Context: an optimization exercise on an open-source flow, tuned for small area, a short achievable clock period and few clock cycles per item. The choices shown serve that exercise and are no tape-out recipe. Function was checked by simulation only, so behaviour that the tests miss may differ from the original. Power is estimated from default activity; no workload was simulated.

[flow/config.mk]
export PLATFORM = sky130hd
export DESIGN_NAME = lzw_dict_cam
export DESIGN_NICKNAME = lzw_dict_cam
export VERILOG_FILES = /design/flow/design.v
export SDC_FILE = /design/flow/constraint.sdc
export NUM_CORES = 4
export LEC_CHECK = 0
export CAP_MARGIN = 20
export CORE_MARGIN = 2
export CORE_UTILIZATION = 40
export PLACE_DENSITY = 0.6
export SLEW_MARGIN = 20
[flow/constraint.sdc]
create_clock -name core_clock -period 6.0 [get_ports {clk}]
set_input_delay 1.2000 -clock core_clock [delete_from_list [all_inputs] [get_ports {clk}]]
set_output_delay 1.2000 -clock core_clock [all_outputs]
set_load 0.01 [all_outputs]
[flow/design.v]
package lzw_cam_pkg;
   typedef enum logic [1:0] {
      IDLE    = 2'd0,
      COMPARE = 2'd1,
      RESP    = 2'd2,
      CLEAR   = 2'd3
   } cam_state_t;
   localparam int KEY_MAX_CODE_W = 16;
   localparam int KEY_MAX_DATA_W = 16;
   typedef struct packed {
      logic [KEY_MAX_CODE_W-1:0] prefix;
      logic [KEY_MAX_DATA_W-1:0] sym;
   } cam_key_t;
   function automatic integer count_width(input integer n);
      count_width = $clog2(n + 1);
   endfunction
endpackage
module lzw_cam_entry (
   input  logic     clk,
   input  logic     rst,
   input  logic     we,
   input  logic     clr,
   input  lzw_cam_pkg::cam_key_t key,
   output logic     match
);
   logic     valid;
   lzw_cam_pkg::cam_key_t stored;
   always_ff @(posedge clk or posedge rst) begin
      if (rst) begin
         valid <= 1'b0;
      end else if (clr) begin
         valid <= 1'b0;
      end else if (we) begin
         valid <= 1'b1;
      end
   end
   always_ff @(posedge clk) begin
      if (we) begin
         stored <= key;
      end
   end
   assign match = valid && (stored == key);
endmodule
module lzw_dict_cam #(
   parameter int  DATA_W    = 8,
   parameter int  CODE_W    = 12,
   parameter int  NUM_ENTRY = 64,
   parameter int  BASE_CODE = 256,
   localparam int CNT_W     = lzw_cam_pkg::count_width(NUM_ENTRY)
) (
   input  logic                 clk,
   input  logic                 rst,
   input  logic                 req_valid,
   output logic                 req_ready,
   input  logic [CODE_W-1:0]    req_prefix,
   input  logic [DATA_W-1:0]    req_sym,
   input  logic                 req_insert,
   output logic                 rsp_valid,
   input  logic                 rsp_ready,
   output logic                 rsp_hit,
   output logic [CODE_W-1:0]    rsp_code,
   output logic                 rsp_inserted,
   output logic                 rsp_dict_reset,
   input  logic                 clear,
   output logic                 full,
   output logic [CNT_W-1:0]     count
);
   localparam int IDX_W = (NUM_ENTRY > 1) ? $clog2(NUM_ENTRY) : 1;
   if (BASE_CODE + NUM_ENTRY > (1 << CODE_W)) begin : g_code_range_check
      $error("lzw_dict_cam: BASE_CODE + NUM_ENTRY exceeds the code space");
   end
   if (CODE_W > lzw_cam_pkg::KEY_MAX_CODE_W || DATA_W > lzw_cam_pkg::KEY_MAX_DATA_W) begin : g_key_width_check
      $error("lzw_dict_cam: key wider than cam_key_t");
   end
   lzw_cam_pkg::cam_state_t           state;
   lzw_cam_pkg::cam_state_t           state_nxt;
   lzw_cam_pkg::cam_key_t             key_q;
   logic                 ins_q;
   logic                 clear_pend;
   logic [NUM_ENTRY-1:0] match;
   logic                 any_hit;
   logic [IDX_W-1:0]     hit_idx;
   logic                 accept;
   logic                 do_ins;
   logic                 clr_all;
   logic [CNT_W-1:0]     count_inc;
   logic                 rsp_hit_q;
   logic [CODE_W-1:0]    rsp_code_q;
   logic                 rsp_inserted_q;
   logic                 dict_reset_q;
   always_ff @(posedge clk or posedge rst) begin
      if (rst) begin
         state <= lzw_cam_pkg::IDLE;
      end else begin
         state <= state_nxt;
      end
   end
   always_comb begin
      state_nxt = state;
      unique case (state)
         lzw_cam_pkg::IDLE: begin
            if (clear || clear_pend) begin
               state_nxt = lzw_cam_pkg::CLEAR;
            end else if (req_valid) begin
               state_nxt = lzw_cam_pkg::COMPARE;
            end
         end
         lzw_cam_pkg::COMPARE: state_nxt = lzw_cam_pkg::RESP;
         lzw_cam_pkg::RESP: begin
            if (rsp_ready) begin
               state_nxt = (clear_pend || clear || dict_reset_q) ? lzw_cam_pkg::CLEAR : lzw_cam_pkg::IDLE;
            end
         end
         lzw_cam_pkg::CLEAR:   state_nxt = lzw_cam_pkg::IDLE;
         default: state_nxt = lzw_cam_pkg::IDLE;
      endcase
   end
   always_comb begin
      req_ready     = (state == lzw_cam_pkg::IDLE) && !clear_pend && !clear;
      rsp_valid     = (state == lzw_cam_pkg::RESP);
      accept        = req_ready && req_valid;
      do_ins        = (state == lzw_cam_pkg::COMPARE) && !any_hit && ins_q && !full;
      clr_all       = (state == lzw_cam_pkg::CLEAR);
   end
   assign rsp_hit        = rsp_hit_q;
   assign rsp_code       = rsp_code_q;
   assign rsp_inserted   = rsp_inserted_q;
   assign rsp_dict_reset = dict_reset_q;
   assign count_inc      = count + CNT_W'(1);
   always_ff @(posedge clk or posedge rst) begin
      if (rst) begin
         key_q <= '0;
         ins_q <= 1'b0;
      end else if (accept) begin
         key_q <= {lzw_cam_pkg::KEY_MAX_CODE_W'(req_prefix), lzw_cam_pkg::KEY_MAX_DATA_W'(req_sym)};
         ins_q <= req_insert;
      end
   end
   always_ff @(posedge clk or posedge rst) begin
      if (rst) begin
         clear_pend <= 1'b0;
      end else if (clr_all) begin
         clear_pend <= 1'b0;
      end else if (clear && state != lzw_cam_pkg::IDLE) begin
         clear_pend <= 1'b1;
      end
   end
   for (genvar i = 0; i < NUM_ENTRY; i++) begin : g_cell
      lzw_cam_entry u_cell (
         .clk   (clk),
         .rst   (rst),
         .we    (do_ins && (count == CNT_W'(i))),
         .clr   (clr_all),
         .key   (key_q),
         .match (match[i])
      );
   end
   always_comb begin
      any_hit = 1'b0;
      hit_idx = '0;
      for (int i = NUM_ENTRY - 1; i >= 0; i--) begin
         if (match[i]) begin
            any_hit = 1'b1;
            hit_idx = IDX_W'(i);
         end
      end
   end
   always_ff @(posedge clk or posedge rst) begin
      if (rst) begin
         count <= '0;
         full  <= 1'b0;
      end else if (clr_all) begin
         count <= '0;
         full  <= 1'b0;
      end else if (do_ins) begin
         count <= count_inc;
         full  <= (count_inc == CNT_W'(NUM_ENTRY));
      end
   end
   always_ff @(posedge clk or posedge rst) begin
      if (rst) begin
         rsp_hit_q      <= 1'b0;
         rsp_code_q     <= '0;
         rsp_inserted_q <= 1'b0;
      end else if (state == lzw_cam_pkg::COMPARE) begin
         rsp_hit_q      <= any_hit;
         rsp_inserted_q <= do_ins;
         if (any_hit) begin
            rsp_code_q <= CODE_W'(BASE_CODE) + CODE_W'(hit_idx);
         end else if (do_ins) begin
            rsp_code_q <= CODE_W'(BASE_CODE) + CODE_W'(count);
         end else begin
            rsp_code_q <= '0;
         end
      end
   end
   always_ff @(posedge clk or posedge rst) begin
      if (rst) begin
         dict_reset_q <= 1'b0;
      end else if (state == lzw_cam_pkg::COMPARE) begin
         dict_reset_q <= do_ins && (count_inc == CNT_W'(NUM_ENTRY));
      end
   end
endmodule
[flow/run.sh]
#!/bin/bash
# synth_recipe.tcl (not shown) runs the flow's synth.tcl, then flattens the netlist and writes it again
# the make line also repeats each setting of config.mk as NAME=value (left out here)
make -C /OpenROAD-flow-scripts/flow DESIGN_CONFIG=/design/flow/config.mk WORK_HOME=/design/flow/orfs CLKGATE_MAP_FILE= SYNTH_SCRIPT=/design/flow/synth_recipe.tcl finish
==> summary.txt <==
## state kept, by name (all words and copies together), names as in the netlist
signal and flops:
full 1, key_q 20, dict_reset_q 1, clear_pend 1, g_cell.u_cell.valid 64, rsp_inserted_q 1
ins_q 1, rsp_hit_q 1, rsp_code_q 8, g_cell.u_cell.stored 1280, state 2, count 7
## routing by layer
metal  part of all wire [%]  vias to the layer above  global-route usage, %
met3                    4.3                      191                  2.744
met5                      0                        -                      0
met4                    2.3                        0                  5.292
li1                       -                    14000                      -
met2                     47                      684                  30.12
met1                     46                    16010                  26.67
## synthesized netlist by cell type, drive strengths merged (3+ instances only)
master,count
o21a,66
a21oi,12
buf,149
a22oi,4
nand2b,7
xor2,301
nor3,8
nor2,85
a21o,4
nor2b,7
ha,5
o31ai,5
nand2,65
xnor2,981
and2,9
or4,4
and3,4
edfxtp,1280
clkbuf,20
o21ai,26
inv,15
nand3,80
nand4,257
a41oi,3
mux2,21
a311oi,4
nor4,133
o211ai,3
dfrtp,107
## critical path, delay by kind of cell (launching register included)
kind	cells	cell delay [ps]
xor gates and xnor gates	1	100
buffers and inverters	4	1220
DFF	1	900
and+or+nand+nor	10	2860
## metrics by stage
step           instance area, sq um  util, %
2_1_floorplan                 59290        -
3_3_place_gp                  63080    42.77
3_5_place_dp                  63080    42.77
4_1_cts                       67640    45.86
5_1_grt                       67640    45.86
6_report                      67640    45.86
## layout make-up
class	instances	area (sq um)	area share, %
inverters	15	61.31	0.09064
clock buffers	204	4095	6.055
flip-flops and latches	1387	41190	60.90
repair buffers	264	2823	4.173
clock inverters	60	460.4	0.6807
well taps	1930	2415	3.570
multi-input cells	2127	16590	24.53
## worst max-delay path by stage
stage / startpoint / end / slack [ps] / cells after the start
detailed placement: key_q[20] / g_cell[50].u_cell.stored[5] / 660 / 15
global route: key_q[5] / g_cell[50].u_cell.stored[4] / 260 / 15
floorplan: key_q[0] / g_cell[16].u_cell.stored[0] / 1020 / 14
CTS: key_q[20] / g_cell[50].u_cell.stored[4] / 580 / 15
finish: key_q[20] / g_cell[50].u_cell.stored[4] / 530 / 15
global placement: key_q[20] / g_cell[50].u_cell.stored[5] / 700 / 15
## power by group through the flow
stage	clock network [W]	logic [W]	registers (W)
global route	0.00920	0.0100	0.0131
global placement	0	0.00927	0.0133
detailed placement	0	0.00933	0.0133
CTS	0.00884	0.00939	0.0131
floorplan	0	0.00622	0.0129
finish	0.00867	0.00923	0.0131
## kinds of logic (layout without fill, tap and decap cells)
group                    after synthesis  in the layout  synth area share [%]
AO/OA/AOI/OAI                        148            148                 1.786
XOR/XNOR                            1282           1282                 18.94
adder cells (fa/ha/maj)                5              5                0.1055
buffers and inverters                184            543                 2.841
flip-flops                          1387           1387                 69.36
multiplexers                          23             23                0.4327
other                                  1              4              0.006326
AND/OR/NAND/NOR                      665            665                 6.530
==> metrics.md <==
| Metric | Value |
|---|---|
| Max Freq | `~180 MHz` |
| Reg clk slew, reported paths | `about 60 ps` |
| Clk pwr share | `28.0%` |
| Int Pwr | `0.02070 W` |
| Minimum clock period | `5474 ps` |
| Clk sinks | `1,387` |
| Synthesis-stage register bit count | `~1,400` |
| Vias | `between 30,000 and 40,000` |
| Worst EP arrival | `5920 ps` |
| Pin count of the biggest net entering global routing | `59` |
| Synth unique cells | `64` |
| Worst r2r src | `key_q[20]` |
| Pwr Density | `457.6 mW/mm^2` |
| P&R area growth vs syn | `14.10%` |
| Die footprint | `0.1513 sq mm` |
| Critical path launch point type | `flop` |
| Post-CTS setup buffer count | `0` |
| First-pass GRT wire length | `211,400 um` |
| Hold Path Sink | `g_cell[31].u_cell.valid` |
| Overall Power | `between 0.03 and 0.04 W` |
| # port buffers | `46` |
| Max_slew headroom | `41.56%` |
| HP Start | `g_cell[31].u_cell.valid` |
| FP Rows | `approximately 140` |
| Vias per cell | `between 5 and 6` |
| Detailed Routing Iterations Pass 1 | `6` |
| Crit-path cells | `buf_4 -> xnor2_1 -> nand4_1 -> nor4_1 -> nand4_1 -> nand2_1 -> nor3_2 -> nand4_2 -> nor4_4 -> buf_4 -> nor2b_1 -> nand3_1 -> buf_4 -> nor2_1 -> buf_4` |
| Worst Path Max Fanout | `30` |
| Initial core utilization | `between 40% and 50%` |
| Final net count | `3,971` |
| Register area share after synthesis | `69.36%` |
| Final weighted congestion in routability-driven placement | `0.8422` |
| Critical Path RT | `roughly 6500 ps` |
| Worst r2r path cells | `15` |
| Sw Pwr | `0.01025 W` |
| Fin crit share | `91.23%` |
| Antenna violations before repair | `0` |
| Clock root cell | `clkbuf_16` |
| Grt total ovfl | `0` |
| TNS Setup | `0 ps` |
| Worst path slowest cell | `dfrtp_4` |
| FF-to-FF setup slack | `between 500 and 600 ps` |
| Crit. End Element | `flop` |
| Cell taking the most area after synthesis | `edfxtp_1` |
| Post-synth EDFFs | `1,280` |
| Sw frac | `33.11%` |
| Die X | `389.0 um` |
| Vias in the first global route | `around 31,000` |
| Worst slew pin tran | `between 800 and 900 ps` |
| Top cell type's share of synthesized area | `64.84%` |
| Core area | `approximately 0.15 sq mm` |
| I/O pins | `51` |
| CTS tree | `built` |
| Top_reg_cell synth | `edfxtp_1` |
| Status | `no timing/DRC/antenna violations` |
| Detailed-route wire length per cell | `23.60 um` |
| Worst slack, placed | `between 600 and 700 ps` |
| Ys async rst share | `under 10%` |
| Critical Path Max Stage Delay | `900 ps` |
| Static leakage | `21.47 nW` |
| Routed Antenna Nets | `0` |
| Unrepaired setup endpoints after global routing | `false` |
| Worst hold slack | `489.9 ps` |
| Hold Buf Count CTS | `0` |
| Die Span Y | `~400 um` |
| Hold depth | `1` |
| Post-Synthesis Cells | `3,695` |
| Most frequent cells in the layout | `edfxtp_1 (1,280), xnor2_1 (981), xor2_1 (301)` |
| Max-slew violation count | `0` |
| Post-detailed-placement half-perimeter wirelength | `84,640 um` |
| HP Class | `flop to flop` |
| Fin. Hold Viols | `0` |
| Fraction of layout cells with a size suffix above 1 | `13.01%` |
| DRT iter0 DRCs | `2,588` |
| Worst VDD drop | `0.3144 mV` |
| Endpoints failing setup | `0` |
| CTS buffer count | `145` |
| Comb power frac | `29.8%` |
| Mean Syn Cell Area | `about 16 sq um` |
| Residual DRC | `0` |
| Mapped Area | `0.05928 sq mm` |
| Ranking of synthesized cells by area | `edfxtp_1 (65%), xnor2_1 (14%), dfrtp_1 (4.5%), xor2_1 (4.4%), nand4_1 (2.6%)` |
| Most frequent CP cell | `buf_4` |
| Max Cap Viol | `0` |
| Antenna Cells | `0` |
| Post-placement cell count | `5,723` |
| H-tree levels | `4` |
| FF-to-FF End | `g_cell[50].u_cell.stored[4]` |
| Filler Cell Count | `approximately 13,000` |
| Worst-skew pair later-pin latency | `780 ps` |
| Clock skew | `31.20 ps` |
| Setup CP Type | `flop to flop` |
| Post-cts sizing count | `0` |
| Routed wire length | `141,300 um` |
| Non-filler cells, final | `5,987` |
| CTS max path bufs | `3` |
| Commonest non-fill, non-tap cell in the layout | `edfxtp_1` |
| GR Util All Layers | `a little under a fifth` |
| Warnings from Yosys | `2` |
| Reg power frac | `42.2%` |
| Final WS setup | `526.3 ps` |
Testbench counts, summed over its fixed seeds: cycles 96,407, items 32,000.

## separate check: timing with driven ports
In the flow no input, the clock included, has a driving cell. The finished layout below was timed again as built, in two steps. Step 1 sets driving cells, clkbuf_16 on the clock port and buf_2 on the other inputs (assumed; they add their load-dependent delay and slew). Step 2 adds t to the input delays and takes it off the output delays; t is the mean of the earliest and latest rising clock arrival at the registers after step 1. Input paths then give back, and output paths get back, about the clock's delay inside the block. a / b / c = ideal ports / drivers / drivers and shift; a / b = the first two.
shift t [ns]: 0.835
setup WS [ns]: 0.526 / 0.526 / 0.526
worst setup path after step 2: register to register
worst slew at a driven data input, ns: 0.04
After both steps setup and hold are still met in this run. The setup slack of this run moves by 0.000 ns with the drivers and by 0.000 ns with both steps.
